Source: an optimization exercise on an open RTL-to-GDS flow (aim: small area, a short achievable clock period and few clock cycles per item). Production flows keep margins and buffers that such runs may drop. Function was checked by simulation only, so behaviour that the tests miss may differ from the original. No activity file was given, so power comes from the tool's default toggle rates. The flow treats the clock pin as an ideal source, which a real chip does not have.

Setup of job 101:
==> flow/design.v (excerpt) <==
module data_memory_responder #(
  parameter int DATA_WIDTH = dmem_pkg::DMEM_DATA_WIDTH,
  parameter int ADDR_WIDTH = dmem_pkg::DMEM_ADDR_WIDTH,
  parameter int DEPTH = dmem_pkg::DMEM_DEPTH
) (
  input  logic                  CLK,
  input  logic                  RESET,
  input  logic                  Req_Valid_IN,
  output logic                  Req_Ready_OUT,
  input  logic                  Req_Write_IN,
  input  logic [ADDR_WIDTH-1:0] Req_Address_IN,
  input  logic [DATA_WIDTH-1:0] Req_Data_IN,
  output logic                  Resp_Valid_OUT,
  input  logic                  Resp_Ready_IN,
  output logic [DATA_WIDTH-1:0] Resp_Data_OUT,
  output logic                  Resp_Error_OUT,
  output logic                  Busy_OUT
);
For scale: about 5200 cells after synthesis, roughly 2700 flip-flops, roughly 39 I/O pins, ~96000 sq um of cells after synthesis.
clock: 5.0 ns
lec_check: 0
cap_margin: 20
core_margin: 2
core_utilization: 60
cts_buf_list: sky130_fd_sc_hd__clkbuf_16
cts_cluster_diameter: 100
cts_cluster_size: 30
place_density: 0.7
setup_slack_margin: 2.5
slew_margin: 20
synth_hierarchical: 1
synth_minimum_keep_size: 0
run.sh (not shown) runs the stock make flow with config.mk's settings and CLKGATE_MAP_FILE= SYNTH_SCRIPT=/design/flow/synth_recipe.tcl, a recipe that flattens the netlist after the stock synthesis.
Testbench counts of job 101, summed over its fixed seeds: cycles 24,024, items 24,000.
Input changes introduced in job 102 (baseline for comparison: job 101):
Settings: PLACE_DENSITY no longer set, was 0.7; CORE_UTILIZATION now 40, was 60.
==> flow/flow/run.sh (new file) <==
#!/bin/bash
# Layout flow: the standard flow (standard.sh, with the standard synthesis), changed in two
# ways: the ports get sky130_fd_sc_hd__buf_4 buffers instead of the delay buffers that
# buffer_ports picks by default, and clock-tree synthesis runs with the clustering and buffer
# settings from config.mk but without dummy loads. Each step's full log is in
# orfs/logs/<platform>/data_memory_responder/base/; make's own output goes to standard.log here.
set -euo pipefail
export BUFFER_PORTS_ARGS="-buffer_cell sky130_fd_sc_hd__buf_4"
export CTS_ARGS="-sink_clustering_enable -repair_clock_nets -sink_clustering_size 30 -sink_clustering_max_diameter 100 -buf_list sky130_fd_sc_hd__clkbuf_16 -dont_use_dummy_load"
bash standard.sh > standard.log 2>&1
==> flow/standard.sh (new file) <==
#!/bin/bash
# synth_recipe.tcl (not shown) runs the flow's synth.tcl, then flattens the netlist and writes it again
# the make line also repeats each setting of config.mk as NAME=value (left out here)
make -C /OpenROAD-flow-scripts/flow DESIGN_CONFIG=/design/flow/config.mk WORK_HOME=/design/flow/orfs CLKGATE_MAP_FILE= SYNTH_SCRIPT=/design/flow/synth_recipe.tcl "${@:-finish}"
removed: flow/run.sh
[summary]
- Relative to job 101, switching power as a share of total power increased by 0.28 points in job 102.
- Est. power | job 102 vs job 101 | job 102 higher
- Job 102: shortest clock period the worst path allows after layout is 87 ps higher than what job 101 reported.
- Job 102 ends up with higher design area than job 101 does.
- For job 101, the worst setup path endpoint was p2[32], unlike job 102, where it was Req_Ready_OUT.
- Going from job 101 to job 102, number of violations reported at the end of detailed-routing iteration 0 dropped 20%; final worst setup slack dropped 87 ps; count of fill cells added during filler insertion climbed 94%; die outline width climbed 90 um.
For job 103, these inputs were changed with respect to job 102:
==> flow/run.sh (new file) <==
#!/bin/bash
# synth_recipe.tcl (not shown) runs the flow's synth.tcl, then flattens the netlist and writes it again
# the make line also repeats each setting of config.mk as NAME=value (left out here)
make -C /OpenROAD-flow-scripts/flow DESIGN_CONFIG=/design/flow/config.mk WORK_HOME=/design/flow/orfs CLKGATE_MAP_FILE= SYNTH_SCRIPT=/design/flow/synth_recipe.tcl finish
removed: flow/flow/run.sh
removed: flow/standard.sh
Notes after the runs:
Count of TritonRoute iterations in the first routing pass essentially unchanged between job 102 and job 103.
Total track usage on job 103 is down relative to job 102.
Taking job 102 as the reference, in job 103 arrival time of the worst setup path higher; share of final layout cell area taken by non-clock buffers fell by 0.19 points; layout net count went down 25; final cell count was more or less identical; final period demand of the worst path went up 95 ps.

* * *

data_memory_responder, a different RTL version from the one above (not shown whole).
For scale: roughly 5200 cells after synthesis, about 2700 flip-flops, ~39 I/O pins, about 98000 sq um of cells after synthesis.
// data_memory_responder
module data_memory_responder #(
  parameter int DATA_WIDTH = dmem_pkg::DMEM_DATA_WIDTH,
  parameter int ADDR_WIDTH = dmem_pkg::DMEM_ADDR_WIDTH,
  parameter int DEPTH = dmem_pkg::DMEM_DEPTH
) (
  input  logic                  CLK,
  input  logic                  RESET,
  input  logic                  Req_Valid_IN,
  output logic                  Req_Ready_OUT,
  input  logic                  Req_Write_IN,
  input  logic [ADDR_WIDTH-1:0] Req_Address_IN,
  input  logic [DATA_WIDTH-1:0] Req_Data_IN,
  output logic                  Resp_Valid_OUT,
  input  logic                  Resp_Ready_IN,
  output logic [DATA_WIDTH-1:0] Resp_Data_OUT,
  output logic                  Resp_Error_OUT,
  output logic                  Busy_OUT
);
export LEC_CHECK = 0
export CAP_MARGIN = 5
export CORE_MARGIN = 2
export CORE_UTILIZATION = 40
export CTS_BUF_LIST = sky130_fd_sc_hd__clkbuf_8 sky130_fd_sc_hd__clkbuf_16
export CTS_CLUSTER_DIAMETER = 100
export CTS_CLUSTER_SIZE = 30
export SETUP_SLACK_MARGIN = 2.7
export SLEW_MARGIN = 5
export SYNTH_HIERARCHICAL = 1
export SYNTH_MINIMUM_KEEP_SIZE = 0
create_clock -name core_clock -period 5.0 [get_ports {CLK}]
standard.sh (not shown) runs the stock make flow with config.mk's settings and CLKGATE_MAP_FILE= SYNTH_SCRIPT=/design/flow/synth_recipe.tcl, a recipe that flattens the netlist after the stock synthesis.
==> flow/flow/run.sh <==
#!/bin/bash
# Layout flow: the standard flow (standard.sh, with the standard synthesis), changed in
# three ways:
#  - the ports get sky130_fd_sc_hd__buf_4 buffers instead of the delay buffers that
#    buffer_ports picks by default;
#  - after placement, each flip-flop that drives an output port only through the port's
#    buffer is moved next to that buffer (flow/move_outputs.tcl), then placement is legalized;
#  - clock-tree synthesis runs with the clustering and buffer settings from config.mk but
#    without dummy loads.
# Each ORFS step's full log is in orfs/logs/<platform>/data_memory_responder/base/; make's own output goes to
# standard_place.log and standard.log here, the move step's to move_outputs.log.
set -euo pipefail
export BUFFER_PORTS_ARGS="-buffer_cell sky130_fd_sc_hd__buf_4"
export CTS_ARGS="-sink_clustering_enable -repair_clock_nets -sink_clustering_size 30 -sink_clustering_max_diameter 100 -buf_list {sky130_fd_sc_hd__clkbuf_8 sky130_fd_sc_hd__clkbuf_16} -dont_use_dummy_load"
bash standard.sh place > standard_place.log 2>&1
R=orfs/results/${FLOW_PLATFORM}/data_memory_responder/base
IN_ODB=$R/3_place.odb OUT_ODB=$R/3_place.odb openroad -no_init -exit flow/move_outputs.tcl > move_outputs.log 2>&1
bash standard.sh > standard.log 2>&1
Other scripts of this flow, unchanged in this note and not shown: flow/flow/move_outputs.tcl
The first run completed without violations.
Testbench counts at the start, summed over its fixed seeds: cycles 24,024, items 24,000.
Then changed:
--- a/flow/flow/run.sh
+++ b/flow/flow/run.sh
@@ -13,3 +13,3 @@
 export BUFFER_PORTS_ARGS="-buffer_cell sky130_fd_sc_hd__buf_4"
-export CTS_ARGS="-sink_clustering_enable -repair_clock_nets -sink_clustering_size 30 -sink_clustering_max_diameter 100 -buf_list {sky130_fd_sc_hd__clkbuf_8 sky130_fd_sc_hd__clkbuf_16} -dont_use_dummy_load"
+export CTS_ARGS="-sink_clustering_enable -repair_clock_nets -sink_clustering_size 20 -sink_clustering_max_diameter 70 -buf_list sky130_fd_sc_hd__clkbuf_16 -dont_use_dummy_load"
 bash standard.sh place > standard_place.log 2>&1
--- a/flow/config.mk
+++ b/flow/config.mk
@@ -10,5 +10,5 @@
 export CORE_UTILIZATION = 40
-export CTS_BUF_LIST = sky130_fd_sc_hd__clkbuf_8 sky130_fd_sc_hd__clkbuf_16
-export CTS_CLUSTER_DIAMETER = 100
-export CTS_CLUSTER_SIZE = 30
+export CTS_BUF_LIST = sky130_fd_sc_hd__clkbuf_16
+export CTS_CLUSTER_DIAMETER = 70
+export CTS_CLUSTER_SIZE = 20
 export SETUP_SLACK_MARGIN = 2.7
What happened: The new run finished clean. Die area does not change. Final area increases by 1.3%. First-iteration DRC count falls by 3.9%. Cell count came out higher by 0.44%. Setup slack gets worse by 42 ps. Combinational power is about the same.

afterwards: timing with drivers on the ports:
The results above use ideal ports. As a check the final layouts listed here were re-extracted and re-timed, cells and wires unchanged. Step 1 (the two cells are an assumption about what drives the block):
set clk [get_ports {CLK}]
set_driving_cell -lib_cell sky130_fd_sc_hd__clkbuf_16 $clk
set_driving_cell -lib_cell sky130_fd_sc_hd__buf_2 [delete_from_list [all_inputs] $clk]
Step 2 also shifts input and output timing later by t, the mid clock arrival at the registers, as if the neighbouring blocks saw the same clock. a / b / c = ideal / step 1 / step 2; a / b = the first two.
run | shift t [ns] | slack for setup (ns) | hold slack, ns | worst setup path after step 2 | worst slew at a driven data input, ns | pins driven straight from the clock port
job 101 | 0.847 | 2.481 / 2.468 / 1.958 | 0.237 / 0.172 / 0.442 | input to register | 0.18 | 1
job 102 | 0.869 | 2.394 / 2.298 / 2.179 | 0.076 / 0.134 / 0.464 | input to register | 0.18 | 1
job 103 | 0.878 | 2.299 / 2.204 / 1.870 | 0.176 / 0.104 / 0.459 | input to register | 0.04 | 1
the first run of note 2 | 0.860 | 2.638 / 2.541 / 2.288 | 0.107 / 0.034 / 0.431 | input to register | 0.22 | 1
the second run of note 2 | 0.909 | 2.596 / 2.503 / 2.216 | 0.064 / -0.004 / 0.431 | input to register | 0.20 | 1
After both steps setup and hold are still met in every run listed. The setup slack of job 101, which loses most, moves by -0.013 ns with the drivers and by -0.523 ns with both steps.
